Context: an optimization exercise on an open-source flow, tuned for small area, a short achievable clock period and few clock cycles. The choices shown serve that exercise and are no tape-out recipe.
Only simulation tests tie the RTL to the original design; equivalence was not proved.

== job 7403 ==
==> flow/design.v <==
package fleetPkg;
	localparam int boardSize = 8;
	localparam int fleetDepth = 11;
	typedef enum logic [2:0]
	{
		submarine = 3'd0,
		cruiser = 3'd1,
		seaplane = 3'd2,
		battleship = 3'd3,
		carrier = 3'd4
	} shipKindT;
endpackage
`timescale 1ns/10ps
module shipCellDecoder
(
	input logic [14:0] request,
	output logic [7:0] rowA,
	output logic [7:0] colA,
	output logic [7:0] rowB,
	output logic [7:0] colB,
	output logic onBoard
);
	logic [2:0] kind;
	logic [3:0] x;
	logic [3:0] y;
	logic direction;
	logic [1:0] orientation;
	logic straight;
	logic seaplane;
	logic atLeast2;
	logic atLeast4;
	logic is5;
	logic horizontal;
	logic vertical;
	logic [7:0] xHot;
	logic [7:0] yHot;
	logic [4:1] xStep;
	logic [4:1] yStep;
	logic xFits;
	logic yFits;
	logic seaplaneFits;
	assign kind = request[14:12];
	assign x = request[10:7];
	assign y = request[6:3];
	assign direction = request[2];
	assign orientation = request[1:0];
	assign seaplane = (kind == 3'd2);
	assign straight = (kind == 3'd0) || (kind == 3'd1) || (kind == 3'd3) || (kind == 3'd4);
	assign atLeast2 = (kind == 3'd1) || (kind == 3'd3) || (kind == 3'd4);
	assign atLeast4 = (kind == 3'd3) || (kind == 3'd4);
	assign is5 = (kind == 3'd4);
	assign horizontal = straight && !direction;
	assign vertical = straight && direction;
	assign xStep[1] = horizontal && atLeast2;
	assign xStep[2] = (horizontal && atLeast4) || (seaplane && !orientation[1]);
	assign xStep[3] = horizontal && atLeast4;
	assign xStep[4] = horizontal && is5;
	assign yStep[1] = vertical && atLeast2;
	assign yStep[2] = (vertical && atLeast4) || (seaplane && orientation[1]);
	assign yStep[3] = vertical && atLeast4;
	assign yStep[4] = vertical && is5;
	always_comb
	begin
		for (int i = 0; i < 8; i++)
		begin
			xHot[i] = (x[2:0] == 3'(i));
			yHot[i] = (y[2:0] == 3'(i));
		end
		for (int i = 0; i < 8; i++)
		begin
			colA[i] = xHot[i];
			rowA[i] = yHot[i];
			for (int s = 1; s <= 4; s++)
				if (i >= s)
				begin
					colA[i] = colA[i] || (xStep[s] && xHot[i-s]);
					rowA[i] = rowA[i] || (yStep[s] && yHot[i-s]);
				end
		end
		for (int i = 0; i < 8; i++)
		begin
			rowB[i] = 1'b0;
			colB[i] = 1'b0;
			if (i >= 1)
			begin
				rowB[i] = seaplane && orientation != 2'd1 && yHot[i-1];
				colB[i] = orientation != 2'd3 && xHot[i-1];
			end
			if (i <= 6)
			begin
				rowB[i] = rowB[i] || (seaplane && orientation == 2'd1 && yHot[i+1]);
				colB[i] = colB[i] || (orientation == 2'd3 && xHot[i+1]);
			end
		end
	end
	assign xFits = !(atLeast2 && x[2:0] == 3'd7) && !(atLeast4 && x[2:0] >= 3'd5)
		&& !(is5 && x[2:0] == 3'd4);
	assign yFits = !(atLeast2 && y[2:0] == 3'd7) && !(atLeast4 && y[2:0] >= 3'd5)
		&& !(is5 && y[2:0] == 3'd4);
	always_comb
	begin
		case (orientation)
			2'd0: seaplaneFits = x[2:0] <= 3'd5 && y[2:0] <= 3'd6;
			2'd1: seaplaneFits = x[2:0] <= 3'd5 && y[2:0] >= 3'd1;
			2'd2: seaplaneFits = x[2:0] <= 3'd6 && y[2:0] <= 3'd5;
			default: seaplaneFits = x[2:0] >= 3'd1 && y[2:0] <= 3'd5;
		endcase
	end
	assign onBoard = !x[3] && !y[3] && ((seaplane && seaplaneFits)
		|| (straight && (direction ? yFits : xFits)));
endmodule
`timescale 1ns/10ps
module overlapScanner
(
	input logic player,
	input logic [63:0] shipMask,
	input logic [63:0] occupied0,
	input logic [63:0] occupied1,
	output logic hit
);
	logic hit0;
	logic hit1;
	assign hit0 = |(shipMask & occupied0);
	assign hit1 = |(shipMask & occupied1);
	assign hit = player ? hit1 : hit0;
endmodule
`timescale 1ns/10ps
module fleetStore
(
	input logic clk,
	input logic rstN,
	input logic player,
	input logic writeStrobe,
	input logic [63:0] shipMask,
	output logic [63:0] occupied0,
	output logic [63:0] occupied1,
	output logic fleetFull
);
	logic boardValid;
	logic write0;
	logic write1;
	logic [3:0] count0;
	logic [3:0] count1;
	assign write0 = writeStrobe && !player;
	assign write1 = writeStrobe && player;
	assign fleetFull = player ? (count1 == 4'(fleetPkg::fleetDepth))
		: (count0 == 4'(fleetPkg::fleetDepth));
	always_ff @(posedge clk or negedge rstN)
	begin
		if (!rstN)
		begin
			boardValid <= 1'b0;
			count0 <= '0;
			count1 <= '0;
		end
		else
		begin
			boardValid <= 1'b1;
			if (write0)
				count0 <= count0 + 4'd1;
			if (write1)
				count1 <= count1 + 4'd1;
		end
	end
	always_ff @(posedge clk)
	begin
		occupied0 <= (occupied0 & {64{boardValid}}) | (shipMask & {64{write0}});
		occupied1 <= (occupied1 & {64{boardValid}}) | (shipMask & {64{write1}});
	end
endmodule
`timescale 1ns/10ps
module placementControl
(
	input logic clk,
	input logic rstN,
	input logic enable,
	input logic onBoard,
	input logic fleetFull,
	input logic hit,
	output logic writeStrobe,
	output logic placed,
	output logic borderConflict,
	output logic memoryConflict
);
	logic holding;
	logic placedHeld;
	logic placeNow;
	assign placeNow = onBoard && !fleetFull && !hit;
	assign writeStrobe = enable && !holding && placeNow;
	assign placed = enable && (holding ? placedHeld : placeNow);
	assign borderConflict = enable && !onBoard;
	assign memoryConflict = enable && onBoard && (holding ? !placedHeld : (fleetFull || hit));
	always_ff @(posedge clk or negedge rstN)
	begin
		if (!rstN)
		begin
			holding <= 1'b0;
			placedHeld <= 1'b0;
		end
		else
		begin
			holding <= enable;
			if (!holding)
				placedHeld <= placeNow;
		end
	end
endmodule
`timescale 1ns/10ps
module shipValidator
(
	input logic clk,
	input logic rstN,
	input logic enable,
	input logic [14:0] request,
	output logic placed,
	output logic borderConflict,
	output logic memoryConflict,
	output logic conflict
);
	logic [7:0] rowA;
	logic [7:0] colA;
	logic [7:0] rowB;
	logic [7:0] colB;
	logic onBoard;
	logic [63:0] shipMask;
	logic [63:0] occupied0;
	logic [63:0] occupied1;
	logic fleetFull;
	logic hit;
	logic writeStrobe;
	shipCellDecoder decoder
	(
		.request(request),
		.rowA(rowA),
		.colA(colA),
		.rowB(rowB),
		.colB(colB),
		.onBoard(onBoard)
	);
	always_comb
		for (int r = 0; r < 8; r++)
			for (int c = 0; c < 8; c++)
				shipMask[r*8 + c] = (rowA[r] && colA[c]) || (rowB[r] && colB[c]);
	fleetStore store
	(
		.clk(clk),
		.rstN(rstN),
		.player(request[11]),
		.writeStrobe(writeStrobe),
		.shipMask(shipMask),
		.occupied0(occupied0),
		.occupied1(occupied1),
		.fleetFull(fleetFull)
	);
	overlapScanner scanner
	(
		.player(request[11]),
		.shipMask(shipMask),
		.occupied0(occupied0),
		.occupied1(occupied1),
		.hit(hit)
	);
	placementControl control
	(
		.clk(clk),
		.rstN(rstN),
		.enable(enable),
		.onBoard(onBoard),
		.fleetFull(fleetFull),
		.hit(hit),
		.writeStrobe(writeStrobe),
		.placed(placed),
		.borderConflict(borderConflict),
		.memoryConflict(memoryConflict)
	);
	assign conflict = borderConflict | memoryConflict;
endmodule
==> flow/config.mk <==
export PLATFORM = sky130hd
export DESIGN_NAME = shipValidator
export DESIGN_NICKNAME = shipValidator
export VERILOG_FILES = /design/flow/design.v
export SDC_FILE = /design/flow/constraint.sdc
export NUM_CORES = 4
export LEC_CHECK = 0
export ABC_AREA = 1
export CAP_MARGIN = 20
export CORE_MARGIN = 2
export CORE_UTILIZATION = 40
export PLACE_DENSITY = 0.6
export SETUP_SLACK_MARGIN = 1.5
export SLEW_MARGIN = 20
==> flow/constraint.sdc <==
create_clock -name core_clock -period 6.0 [get_ports {clk}]
set_input_delay 1.2000 -clock core_clock [delete_from_list [all_inputs] [get_ports {clk}]]
set_output_delay 1.2000 -clock core_clock [all_outputs]
set_load 0.01 [all_outputs]
standard.sh (not shown) runs the stock make flow with config.mk's settings and CLKGATE_MAP_FILE= SYNTH_SCRIPT=/design/flow/synth_recipe.tcl, a recipe that flattens the netlist after the stock synthesis.
==> flow/flow/run.sh <==
#!/bin/bash
# Standard synthesis, then the combinational logic mapped again for area with
# ABC (registers and their names untouched), then the standard layout steps.
set -euo pipefail
work=$(pwd)
R=$work/orfs/results/$FLOW_PLATFORM/shipValidator/base
bash standard.sh synth > standard_synth.log 2>&1
cp "$R/1_2_yosys.v" "$work/standard_1_2_yosys.v"
set -a; eval "$(make -s -C "$FLOW_HOME" DESIGN_CONFIG="$FLOW_CONFIG" print-LIB_FILES print-DONT_USE_CELLS print-ABC_DRIVER_CELL print-ABC_LOAD_IN_FF 2>/dev/null | sed -n 's/^\([A-Z_]*\): *\(.*[^ ]\) *$/\1="\2"/p')"; set +a
bash flow/remap.sh "$work/flow/abc.script" "$work/standard_1_2_yosys.v" "$R/1_2_yosys.v" > remap.log 2>&1
rm -f "$R/1_synth.odb" "$R/1_synth.sdc"
bash standard.sh finish > standard_finish.log 2>&1
==> flow/flow/abc.script <==
strash
&get -n
&st
&syn2
&dch -f
&nf
&put
buffer -c
upsize -c
dnsize -c
Other scripts of this flow, unchanged in this note and not shown: flow/flow/cellmodels.py, flow/flow/remap.sh
Job 7403: done, clean on timing, DRC and antenna
Testbench counts of job 7403, summed over its fixed seeds: cycles 4,608.
Input changes introduced in job 9828 (baseline for comparison: job 7403):
# job 7403
export LEC_CHECK = 0
export ABC_AREA = 1
export CAP_MARGIN = 20
export CORE_MARGIN = 2
export CORE_UTILIZATION = 40
export PLACE_DENSITY = 0.6
export SETUP_SLACK_MARGIN = 1.5
export SLEW_MARGIN = 20
create_clock -name core_clock -period 6.0 [get_ports {clk}]
# job 9828
export LEC_CHECK = 0
export ABC_AREA = 1
export CAP_MARGIN = 20
export CORE_MARGIN = 2
export CORE_UTILIZATION = 40
export CTS_BUF_LIST = sky130_fd_sc_hd__clkbuf_8
export CTS_CLUSTER_DIAMETER = 40
export CTS_CLUSTER_SIZE = 10
export PLACE_DENSITY = 0.6
export SETUP_SLACK_MARGIN = 1.0
export SLEW_MARGIN = 20
create_clock -name core_clock -period 6.0 [get_ports {clk}]
==> flow/flow/abc.script <==
strash
dch
amap
topo
buffer -c
upsize -c
dnsize -c
### Flow results
- Job 7403 → job 9828: flip-flop and latch share of the layout cell area lost 0.82 points; final cell count now sits lower; global-route usage essentially unchanged.
- In the flow results for job 9828 and job 7403, the clock-cell share of area is larger on job 7403.
- Compared job 9828 vs job 7403, and final-layout clock buffer total is up in job 9828.

[separate check: timing with driven ports]
How much do the figures lean on ideal ports? The routed layouts below were timed once more, with nothing changed but the port constraints.
Step 1 assumes that a clkbuf_16 drives the clock port and a buf_2 every other input.
Step 2 adds t to the input delays and takes it off the output delays; t is the mean of the earliest and latest rising clock arrival at the registers after step 1. Input paths then give back, and output paths get back, about the clock's delay inside the block.
Slacks: no drivers / after step 1 / after step 2; pairs: no drivers / after step 1.
run	shift t [ns]	setup slack, ns	worst setup path at the end
job 7403	0.481	0.313 / 0.278 / 0.278	input to output
job 9828	0.497	0.412 / 0.372 / -0.075	input to register
Met with ideal ports but missed after step 2: setup timing in job 9828. For job 9828, which loses most, drivers alone change the setup slack by -0.040 ns; drivers and shift together by -0.487 ns.
